What follows belongs to an exercise in optimizing a design on an open flow for a short achievable clock period and few clock cycles; a production flow would make more cautious choices. In this exercise RTL edits were held to simulation tests only and were not proved equivalent to the original. Power and IR drop assume default switching activity.

==> flow/design.v <==
`timescale 1ns/1ps
`default_nettype none
package proc_pkg;
    typedef logic [31:0] word_t;
    typedef logic [4:0]  reg_addr_t;
    typedef enum logic [4:0] {
        op_alu  = 5'b00000,
        op_j    = 5'b00001,
        op_bne  = 5'b00010,
        op_jal  = 5'b00011,
        op_jr   = 5'b00100,
        op_addi = 5'b00101,
        op_blt  = 5'b00110,
        op_sw   = 5'b00111,
        op_lw   = 5'b01000
    } opcode_e;
    typedef enum logic [4:0] {
        alu_add = 5'd0,
        alu_sub = 5'd1,
        alu_and = 5'd2,
        alu_or  = 5'd3,
        alu_sll = 5'd4,
        alu_sra = 5'd5
    } alu_op_e;
    localparam reg_addr_t link_reg = 5'd31;
    localparam word_t     nop_word = 32'd0;
    typedef struct packed {
        word_t pc;
        word_t insn;
    } if_id_t;
    typedef struct packed {
        word_t pc;
        word_t a;
        word_t b;
        word_t insn;
    } id_ex_t;
    typedef struct packed {
        word_t o;
        word_t b;
        word_t insn;
    } ex_mem_t;
    typedef struct packed {
        word_t o;
        word_t d;
        word_t insn;
    } mem_wb_t;
    typedef struct packed {
        logic      enable;
        reg_addr_t addr;
        word_t     data;
    } reg_write_t;
    typedef struct packed {
        word_t address;
        word_t data;
        logic  write;
    } dmem_req_t;
    function automatic logic [4:0] opcode_of(input word_t insn);
        opcode_of = insn[31:27];
    endfunction
    function automatic logic [4:0] rd_of(input word_t insn);
        rd_of = insn[26:22];
    endfunction
    function automatic logic [4:0] rs_of(input word_t insn);
        rs_of = insn[21:17];
    endfunction
    function automatic logic [4:0] src_b_of(input word_t insn);
        case (proc_pkg::opcode_of(insn))
            proc_pkg::op_sw, proc_pkg::op_bne, proc_pkg::op_blt, proc_pkg::op_jr: src_b_of = insn[26:22];
            default: src_b_of = insn[16:12];
        endcase
    endfunction
    function automatic logic [4:0] dest_of(input word_t insn);
        dest_of = (proc_pkg::opcode_of(insn) == proc_pkg::op_jal) ? proc_pkg::link_reg : insn[26:22];
    endfunction
    function automatic logic writes_reg(input word_t insn);
        logic writer;
        case (proc_pkg::opcode_of(insn))
            proc_pkg::op_alu, proc_pkg::op_addi, proc_pkg::op_lw, proc_pkg::op_jal: writer = 1'b1;
            default: writer = 1'b0;
        endcase
        writes_reg = writer && (proc_pkg::dest_of(insn) != '0);
    endfunction
    function automatic logic [31:0] sext_imm(input word_t insn);
        sext_imm = {{15{insn[16]}}, insn[16:0]};
    endfunction
    function automatic logic [31:0] sext_target(input word_t insn);
        sext_target = {{5{insn[26]}}, insn[26:0]};
    endfunction
endpackage
`default_nettype wire
`timescale 1ns/1ps
`default_nettype none
module alu (
    input  proc_pkg::word_t   operand_a,
    input  proc_pkg::word_t   operand_b,
    input  logic [4:0]        op,
    input  logic [4:0]        shamt,
    output proc_pkg::word_t   result,
    output logic              not_equal,
    output logic              less_than
);
    always_comb begin
        case (op)
            proc_pkg::alu_add: begin
                result = operand_a + operand_b;
            end
            proc_pkg::alu_sub: begin
                result = operand_a - operand_b;
            end
            proc_pkg::alu_and: begin
                result = operand_a & operand_b;
            end
            proc_pkg::alu_or: begin
                result = operand_a | operand_b;
            end
            proc_pkg::alu_sll: begin
                result = operand_a << shamt;
            end
            proc_pkg::alu_sra: begin
                result = $signed(operand_a) >>> shamt;
            end
            default: begin
                result = '0;
            end
        endcase
    end
    assign not_equal = (operand_a != operand_b);
    assign less_than = ($signed(operand_a) < $signed(operand_b));
endmodule
`default_nettype wire
`timescale 1ns/1ps
`default_nettype none
module fetch_stage (
    input  logic             clock,
    input  logic             reset,
    input  logic             stall,
    input  logic             redirect_valid,
    input  proc_pkg::word_t  redirect_pc,
    input  proc_pkg::word_t  q_imem,
    output proc_pkg::word_t  address_imem,
    output proc_pkg::if_id_t if_id
);
    proc_pkg::word_t pc;
    proc_pkg::word_t pc_plus_one;
    assign pc_plus_one  = pc + 32'd1;
    assign address_imem = pc;
    always_ff @(posedge clock) begin
        if (reset) begin
            pc <= '0;
        end else if (redirect_valid) begin
            pc <= redirect_pc;
        end else if (!stall) begin
            pc <= pc_plus_one;
        end
    end
    always_ff @(posedge clock) begin
        if (!stall) begin
            if_id.pc <= pc_plus_one;
        end
        if (reset || redirect_valid) begin
            if_id.insn <= proc_pkg::nop_word;
        end else if (!stall) begin
            if_id.insn <= q_imem;
        end
    end
endmodule
`default_nettype wire
`timescale 1ns/1ps
`default_nettype none
module decode_stage (
    input  logic                clock,
    input  logic                reset,
    input  proc_pkg::if_id_t    if_id,
    input  logic                redirect_valid,
    input  proc_pkg::word_t     data_read_a,
    input  proc_pkg::word_t     data_read_b,
    output proc_pkg::reg_addr_t read_reg_a,
    output proc_pkg::reg_addr_t read_reg_b,
    output logic                stall,
    output proc_pkg::id_ex_t    id_ex
);
    logic [4:0] opcode;
    proc_pkg::reg_addr_t load_rd;
    logic      load_in_ex;
    logic      needs_a;
    logic      needs_b;
    assign opcode     = proc_pkg::opcode_of(if_id.insn);
    assign read_reg_a = proc_pkg::rs_of(if_id.insn);
    assign read_reg_b = proc_pkg::src_b_of(if_id.insn);
    always_comb begin
        needs_a = 1'b0;
        needs_b = 1'b0;
        case (opcode)
            proc_pkg::op_alu, proc_pkg::op_bne, proc_pkg::op_blt: begin
                needs_a = 1'b1;
                needs_b = 1'b1;
            end
            proc_pkg::op_addi, proc_pkg::op_lw, proc_pkg::op_sw: needs_a = 1'b1;
            proc_pkg::op_jr: needs_b = 1'b1;
            default: begin
                needs_a = 1'b0;
                needs_b = 1'b0;
            end
        endcase
    end
    assign load_rd    = proc_pkg::rd_of(id_ex.insn);
    assign load_in_ex = (proc_pkg::opcode_of(id_ex.insn) == proc_pkg::op_lw) && (load_rd != '0);
    assign stall = load_in_ex &&
                   ((needs_a && (read_reg_a == load_rd)) ||
                    (needs_b && (read_reg_b == load_rd)));
    always_ff @(posedge clock) begin
        id_ex.pc <= if_id.pc;
        id_ex.a  <= data_read_a;
        id_ex.b  <= data_read_b;
        if (reset) begin
            id_ex.insn <= proc_pkg::nop_word;
        end else if (stall || redirect_valid) begin
            id_ex.insn <= proc_pkg::nop_word;
        end else begin
            id_ex.insn <= if_id.insn;
        end
    end
endmodule
`default_nettype wire
`timescale 1ns/1ps
`default_nettype none
module execute_stage (
    input  logic                 clock,
    input  logic                 reset,
    input  proc_pkg::id_ex_t     id_ex,
    input  proc_pkg::reg_write_t reg_write,
    output logic                 redirect_valid,
    output proc_pkg::word_t      redirect_pc,
    output proc_pkg::ex_mem_t    ex_mem
);
    logic [4:0] opcode;
    logic [4:0] alu_op;
    proc_pkg::word_t   operand_a;
    proc_pkg::word_t   operand_b;
    proc_pkg::word_t   immediate;
    proc_pkg::word_t   alu_b;
    proc_pkg::word_t   alu_result;
    proc_pkg::word_t   result;
    logic    uses_imm;
    logic    not_equal;
    logic    less_than;
    function automatic logic [31:0] bypass(
        input logic [4:0]  src,
        input logic [31:0] reg_value,
        input logic [95:0] mem_stage,
        input logic [37:0] wb_stage
    );
        if (proc_pkg::writes_reg(mem_stage[31:0]) && (proc_pkg::dest_of(mem_stage[31:0]) == src)) begin
            bypass = mem_stage[95:64];
        end else if (wb_stage[37] && (wb_stage[36:32] == src) && (src != '0)) begin
            bypass = wb_stage[31:0];
        end else begin
            bypass = reg_value;
        end
    endfunction
    assign opcode    = proc_pkg::opcode_of(id_ex.insn);
    assign immediate = proc_pkg::sext_imm(id_ex.insn);
    assign operand_a = bypass(proc_pkg::rs_of(id_ex.insn), id_ex.a, ex_mem, reg_write);
    assign operand_b = bypass(proc_pkg::src_b_of(id_ex.insn), id_ex.b, ex_mem, reg_write);
    assign uses_imm = (opcode == proc_pkg::op_addi) || (opcode == proc_pkg::op_lw) || (opcode == proc_pkg::op_sw);
    assign alu_b    = uses_imm ? immediate : operand_b;
    always_comb begin
        case (opcode)
            proc_pkg::op_addi, proc_pkg::op_lw, proc_pkg::op_sw: alu_op = proc_pkg::alu_add;
            proc_pkg::op_bne, proc_pkg::op_blt: alu_op = proc_pkg::alu_sub;
            default: alu_op = id_ex.insn[6:2];
        endcase
    end
    alu u_alu (
        .operand_a (operand_a),
        .operand_b (alu_b),
        .op        (alu_op),
        .shamt     (id_ex.insn[11:7]),
        .result    (alu_result),
        .not_equal (not_equal),
        .less_than (less_than)
    );
    always_comb begin
        redirect_valid = 1'b0;
        redirect_pc    = id_ex.pc + immediate;
        case (opcode)
            proc_pkg::op_bne: redirect_valid = not_equal;
            proc_pkg::op_blt: redirect_valid = not_equal && !less_than;
            proc_pkg::op_j, proc_pkg::op_jal: begin
                redirect_valid = 1'b1;
                redirect_pc    = proc_pkg::sext_target(id_ex.insn);
            end
            proc_pkg::op_jr: begin
                redirect_valid = 1'b1;
                redirect_pc    = operand_b;
            end
            default: redirect_valid = 1'b0;
        endcase
    end
    assign result = (opcode == proc_pkg::op_jal) ? id_ex.pc : alu_result;
    always_ff @(posedge clock) begin
        ex_mem.o <= result;
        ex_mem.b <= operand_b;
        if (reset) begin
            ex_mem.insn <= proc_pkg::nop_word;
        end else begin
            ex_mem.insn <= id_ex.insn;
        end
    end
endmodule
`default_nettype wire
`timescale 1ns/1ps
`default_nettype none
module memory_writeback (
    input  logic                 clock,
    input  logic                 reset,
    input  proc_pkg::ex_mem_t    ex_mem,
    input  proc_pkg::word_t      q_dmem,
    output proc_pkg::dmem_req_t  dmem_req,
    output proc_pkg::reg_write_t reg_write
);
    proc_pkg::mem_wb_t mem_wb;
    logic    store_bypass;
    assign store_bypass = reg_write.enable && (reg_write.addr == proc_pkg::rd_of(ex_mem.insn));
    assign dmem_req.address = ex_mem.o;
    assign dmem_req.data    = store_bypass ? reg_write.data : ex_mem.b;
    assign dmem_req.write   = (proc_pkg::opcode_of(ex_mem.insn) == proc_pkg::op_sw);
    always_ff @(posedge clock) begin
        mem_wb.o <= ex_mem.o;
        mem_wb.d <= q_dmem;
        if (reset) begin
            mem_wb.insn <= proc_pkg::nop_word;
        end else begin
            mem_wb.insn <= ex_mem.insn;
        end
    end
    assign reg_write.enable = proc_pkg::writes_reg(mem_wb.insn);
    assign reg_write.addr   = proc_pkg::dest_of(mem_wb.insn);
    assign reg_write.data   = (proc_pkg::opcode_of(mem_wb.insn) == proc_pkg::op_lw) ? mem_wb.d : mem_wb.o;
endmodule
`default_nettype wire
`timescale 1ns/1ps
`default_nettype none
module processor (
    input  logic                 clock,
    input  logic                 reset,
    output proc_pkg::word_t      address_imem,
    input  proc_pkg::word_t      q_imem,
    output proc_pkg::dmem_req_t  dmem_req,
    input  proc_pkg::word_t      q_dmem,
    output proc_pkg::reg_addr_t  read_reg_a,
    output proc_pkg::reg_addr_t  read_reg_b,
    input  proc_pkg::word_t      data_read_a,
    input  proc_pkg::word_t      data_read_b,
    output proc_pkg::reg_write_t reg_write
);
    proc_pkg::if_id_t  if_id;
    proc_pkg::id_ex_t  id_ex;
    proc_pkg::ex_mem_t ex_mem;
    proc_pkg::word_t   redirect_pc;
    logic    redirect_valid;
    logic    stall;
    fetch_stage u_fetch (
        .clock          (clock),
        .reset          (reset),
        .stall          (stall),
        .redirect_valid (redirect_valid),
        .redirect_pc    (redirect_pc),
        .q_imem         (q_imem),
        .address_imem   (address_imem),
        .if_id          (if_id)
    );
    decode_stage u_decode (
        .clock          (clock),
        .reset          (reset),
        .if_id          (if_id),
        .redirect_valid (redirect_valid),
        .data_read_a    (data_read_a),
        .data_read_b    (data_read_b),
        .read_reg_a     (read_reg_a),
        .read_reg_b     (read_reg_b),
        .stall          (stall),
        .id_ex          (id_ex)
    );
    execute_stage u_execute (
        .clock          (clock),
        .reset          (reset),
        .id_ex          (id_ex),
        .reg_write      (reg_write),
        .redirect_valid (redirect_valid),
        .redirect_pc    (redirect_pc),
        .ex_mem         (ex_mem)
    );
    memory_writeback u_memory_writeback (
        .clock     (clock),
        .reset     (reset),
        .ex_mem    (ex_mem),
        .q_dmem    (q_dmem),
        .dmem_req  (dmem_req),
        .reg_write (reg_write)
    );
endmodule
`default_nettype wire
==> flow/run.sh <==
#!/bin/bash
# synth_recipe.tcl (not shown) runs the flow's synth.tcl, then flattens the netlist and writes it again
# the make line also repeats each setting of config.mk as NAME=value (left out here)
make -C /OpenROAD-flow-scripts/flow DESIGN_CONFIG=/design/flow/config.mk WORK_HOME=/design/flow/orfs CLKGATE_MAP_FILE= SYNTH_SCRIPT=/design/flow/synth_recipe.tcl finish
==> flow/config.mk <==
export PLATFORM = sky130hd
export DESIGN_NAME = processor
export DESIGN_NICKNAME = processor
export VERILOG_FILES = /design/flow/design.v
export SDC_FILE = /design/flow/constraint.sdc
export NUM_CORES = 4
export LEC_CHECK = 0
export CAP_MARGIN = 20
export CORE_MARGIN = 2
export CORE_UTILIZATION = 40
export SLEW_MARGIN = 20
==> flow/constraint.sdc <==
create_clock -name core_clock -period 8.5 [get_ports {clock}]
set_input_delay 1.7000 -clock core_clock [delete_from_list [all_inputs] [get_ports {clock}]]
set_output_delay 1.7000 -clock core_clock [all_outputs]
set_load 0.01 [all_outputs]
==> results.txt <==
- The flow ran to the end and the layout has no timing, DRC or antenna violations.
- For the worst-skew pair, the clock arrives at the later sink with an insertion delay of 0.61 ns.
- The depth of the CTS H-tree is 2.
- The synthesized design contains 32 enable-type register cells.
- The top cell types in the final layout, fill and taps aside, are sky130_fd_sc_hd__dfxtp_1 (337), sky130_fd_sc_hd__clkdlybuf4s50_1 (273), sky130_fd_sc_hd__nor2_1 (249).
- The worst hold margin is 0.330 ns.
- The share of the yosys chip area belonging to registers is 30.6%.
- The pin count of the biggest net entering global routing is 62.
- The maximum vdd drop is 0.153 mV.
- The synthesized design contains 372 register bits.
- The count of cells along the worst register-to-register path is 25.
- The nature of the critical path startpoint is a register.
- The post-cts repair resize count is 0.
- Between clock sinks in the finished design, the worst skew comes to between 0.04 and 0.05 ns.
- The die covers 65,500 sq um.
- The clock net in this run drives a total of 372 sinks.
- The final wirelength is ~130,000 um.
- The number of antenna violations at the first check in global routing came to 7.
- The combined global-route utilization of all metal layers is between 30% and 40%.
- For this design, the slowest cell found on the critical path is sky130_fd_sc_hd__o21ai_0.
- The cell with the most instances on the worst path is sky130_fd_sc_hd__o21ai_0.
- The worst path uses 92.2% of the clock period.
- From bottom edge to top edge, the die measures 256 um.
- The number of nets in the layout is between 3,000 and 4,000.
- The per-instance average area after synthesis is just under 9 sq um.
- Max-cap violations in this run came to 0.
- In the synthesized netlist the dominant register cell turns out to be sky130_fd_sc_hd__dfxtp_1.
- The cell depth of the worst min-delay path is 0.
- The final max-slew violation count came to 0.
- The total half-perimeter wirelength after legalization and detailed placement is 105,000 um.
- The kind of critical path is reg -> reg.
- The number of filler instances in the final layout is approximately 6,000.
- The post-synthesis cell type count is 111.
- The placement row count is 92.
- For this run, design rule violations remaining after detail routing come to 0.
- The total vias in the final route is 25,400.
- The maximum frequency from static timing analysis is 128 MHz.
- Setup violations remaining at the end of the flow were counted as 0.
- Routability-driven placement finished with a final weighted congestion of 1.04.
- The count of synthesis-stage warnings from yosys is 5.
- The first-pass GRT wire length is 188,000 um.
- Counting along the longest clock path gives a buffer depth of 3.
- The sort of element at the end of the critical path is a register.
- Port buffering added around 270 buffers.
- Setup repair after global routing left no endpoint under its margin.
- After clock tree synthesis, the clock-pin slew on the worst setup and hold paths is 0.06 ns.
- The worst path in the final design needs a cycle of 7.84 ns, including I/O delays and setup.
- In the synthesized netlist the async set-or-reset flop fraction comes to 0%.
- Headroom to the max-slew limit came out at 20.2%.
- The post-route netlist has 13.8% of its cells at a drive strength greater than 1.
- The number of global-route vias before repair came to ~25,000.
- After clock tree synthesis, the setup repair step added 0 buffers.
- The number of hold-slack violations in the final timing report is 0.
- The post-route antenna net violation count is 0.
- The total area inside the core boundary comes to around 63,000 sq um.
- The type of the worst min-delay path is reg -> reg.
- The aggregate global routing overflow is 0.
- The number of buffers added to fix hold violations after cts is 0.
- The clock tree from TritonCTS is yes.
- The ratio of total power to cell area is 271 nW/um^2.
- The per-cell routed wire length is 33.4 um.
- Relative to the synthesized area, the layout overhead comes to 20.7%.
- The number of standard cells after synthesis is 2,917.
- The clock root buffer is sky130_fd_sc_hd__clkbuf_16.
- The highest cell delay on the worst timing path is slightly above 0.6 ns.
- The number of nets produced by synthesis is between 3,000 and 4,000.
- The setup TNS after final layout is 0 ns.
- The commonest non-fill, non-tap cell in the layout is sky130_fd_sc_hd__dfxtp_1.
- Data on the critical path is required at its endpoint by 9.03 ns.
- The horizontal die dimension is 256 um.
- The leakage power total is around 12 nW.
- The effective utilization at floorplan is 40.3%.
- The number of buffers created by CTS is 42.
- After synthesis the cells add up to 25,400 sq um.
- The detailed-routing iteration count for the pre-antenna-repair pass is 7.
- Data on the critical path arrives at its endpoint at 8.37 ns.
- Dividing the detail-routed via count by the number of cells gives 6.37.
- Of all nets on the critical path, the largest fanout is 26.
- The starting DRC count in detailed routing is 2,961.
- The pin slew with the least headroom to its limit is roughly 1.2 ns.
- The top-level port count is roughly 280.
==> critical path, delay by kind of cell, from the launching register on <==
family          cells  cell delay, ns
compound gates     11            3.28
simple gates        7            1.87
mux                 2            0.84
buf+inv             3            0.65
fa+ha+maj           1            0.51
flops               1            0.44
xor+xnor            1            0.12
==> state kept, by name (all words and copies together), names as in the netlist <==
register and flops:
u_fetch.if_id 64, u_decode.id_ex 128, u_memory_writeback.mem_wb 74, u_execute.ex_mem 74, u_fetch.pc 32
==> cell usage after synthesis (all sizes together) (45+ instances only) <==
cell	count	area [sq um]
mux2	112	1260
a21oi	190	955
and2	48	300
mux2i	166	1670
nor2	255	967
o21ai	144	724
nor3	92	470
buf	106	668
inv	118	443
nand2	220	826
ha	131	1640
xnor2	69	604
xor2	45	394
clkbuf	130	488
dfxtp	340	6810
==> layout make-up <==
class | count | area, sq um | share of cell area, %
Clock inverter | 23 | 415 | 1.36
Clock buffer | 54 | 1210 | 3.94
Multi-Input combinational cell | 2189 | 16100 | 52.6
Inverter | 120 | 450 | 1.47
Tap cell | 846 | 1060 | 3.45
Sequential cell | 372 | 7770 | 25.4
Timing Repair Buffer | 391 | 3630 | 11.8
Antenna cell | 3 | 7.51 | 0.0245
==> layer usage <==
layer / part of all wire [%] / up-vias / global-route usage, %
met5: 0.060 / - / 0
met4: 6.3 / 8 / 21.8
met3: 10 / 342 / 10.3
met2: 42 / 1571 / 59.5
met1: 41 / 12500 / 51.5
li1: - / 11000 / -
==> kinds of logic (layout without fill, tap and decap cells) <==
logic type	count (synthesis)	count (layout)	share of synthesized area, %
compound gates	781	781	21.4
xor+xnor	114	114	3.93
simple gates	842	842	16.0
flops	372	372	30.6
mux	318	318	15.1
buf+inv	356	588	6.33
fa+ha+maj	134	134	6.69
other cells	0	3	0
==> per-stage QoR <==
| stage | setup slack (ns) | utilization [%] | std cells | instance area, sq um | power [mW] |
|---|---|---|---|---|---|
| 2_1_floorplan | 2.46 | - | 2917 | 25400 | 4.23 |
| 3_3_place_gp | 0.961 | 46.1 | 3916 | 29000 | 6.07 |
| 6_report | 0.659 | 48.7 | 3998 | 30600 | 8.30 |
| 5_1_grt | 0.189 | 48.7 | 3996 | 30600 | 8.52 |
| 3_5_place_dp | 0.754 | 46.1 | 3917 | 29000 | 6.05 |
| 4_1_cts | 0.737 | 48.6 | 3994 | 30600 | 8.17 |
==> power by group <==
part           internal [mW]  switching (mW)
Clock                   1.30           0.824
Sequential              2.04           0.311
Combinational           1.45            2.38
==> path summary, 6_finish.rpt <==
| check | start | to | slack, ns |
|---|---|---|---|
| worst max-delay path | u_decode.id_ex[31]$_SDFF_PP0_ | u_decode.id_ex[29]$_SDFF_PP0_ | 0.66 |
| worst min-delay path | u_fetch.if_id[46]$_DFFE_PN_ | u_decode.id_ex[110]$_DFF_P_ | 0.33 |
| worst max register to register | u_decode.id_ex[31]$_SDFF_PP0_ | u_decode.id_ex[29]$_SDFF_PP0_ | 0.66 |
| worst min register to register | u_fetch.if_id[46]$_DFFE_PN_ | u_decode.id_ex[110]$_DFF_P_ | 0.33 |
Testbench counts, summed over its fixed seeds: cycles 248,580.

==> static timing again, ports no longer ideal <==
Ports are ideal in the flow. The routed layout listed here was re-timed in OpenROAD.
Step 1: set_driving_cell puts a clkbuf_16 on clock and a buf_2 on each other input, an assumption about the parent block.
Step 2 moves the port delays by t, midway between the first and last clock arrival at a register: inputs arrive t later, outputs are due t later. That takes back most of the time a late clock gives input paths.
Slacks: ideal ports / drivers / drivers and shift; pairs: ideal ports / drivers.
t, ns: 0.648
setup slack, ns: 0.659 / 0.659 / 0.659
slew at the worst register clock pin (ns): 0.08 / 0.08
worst slew at a driven data input, ns: 0.10
pins driven straight from the clock port: 1
After both steps this run still meets setup and hold. For this run, drivers alone change the setup slack by 0.000 ns; drivers and shift together by 0.000 ns.
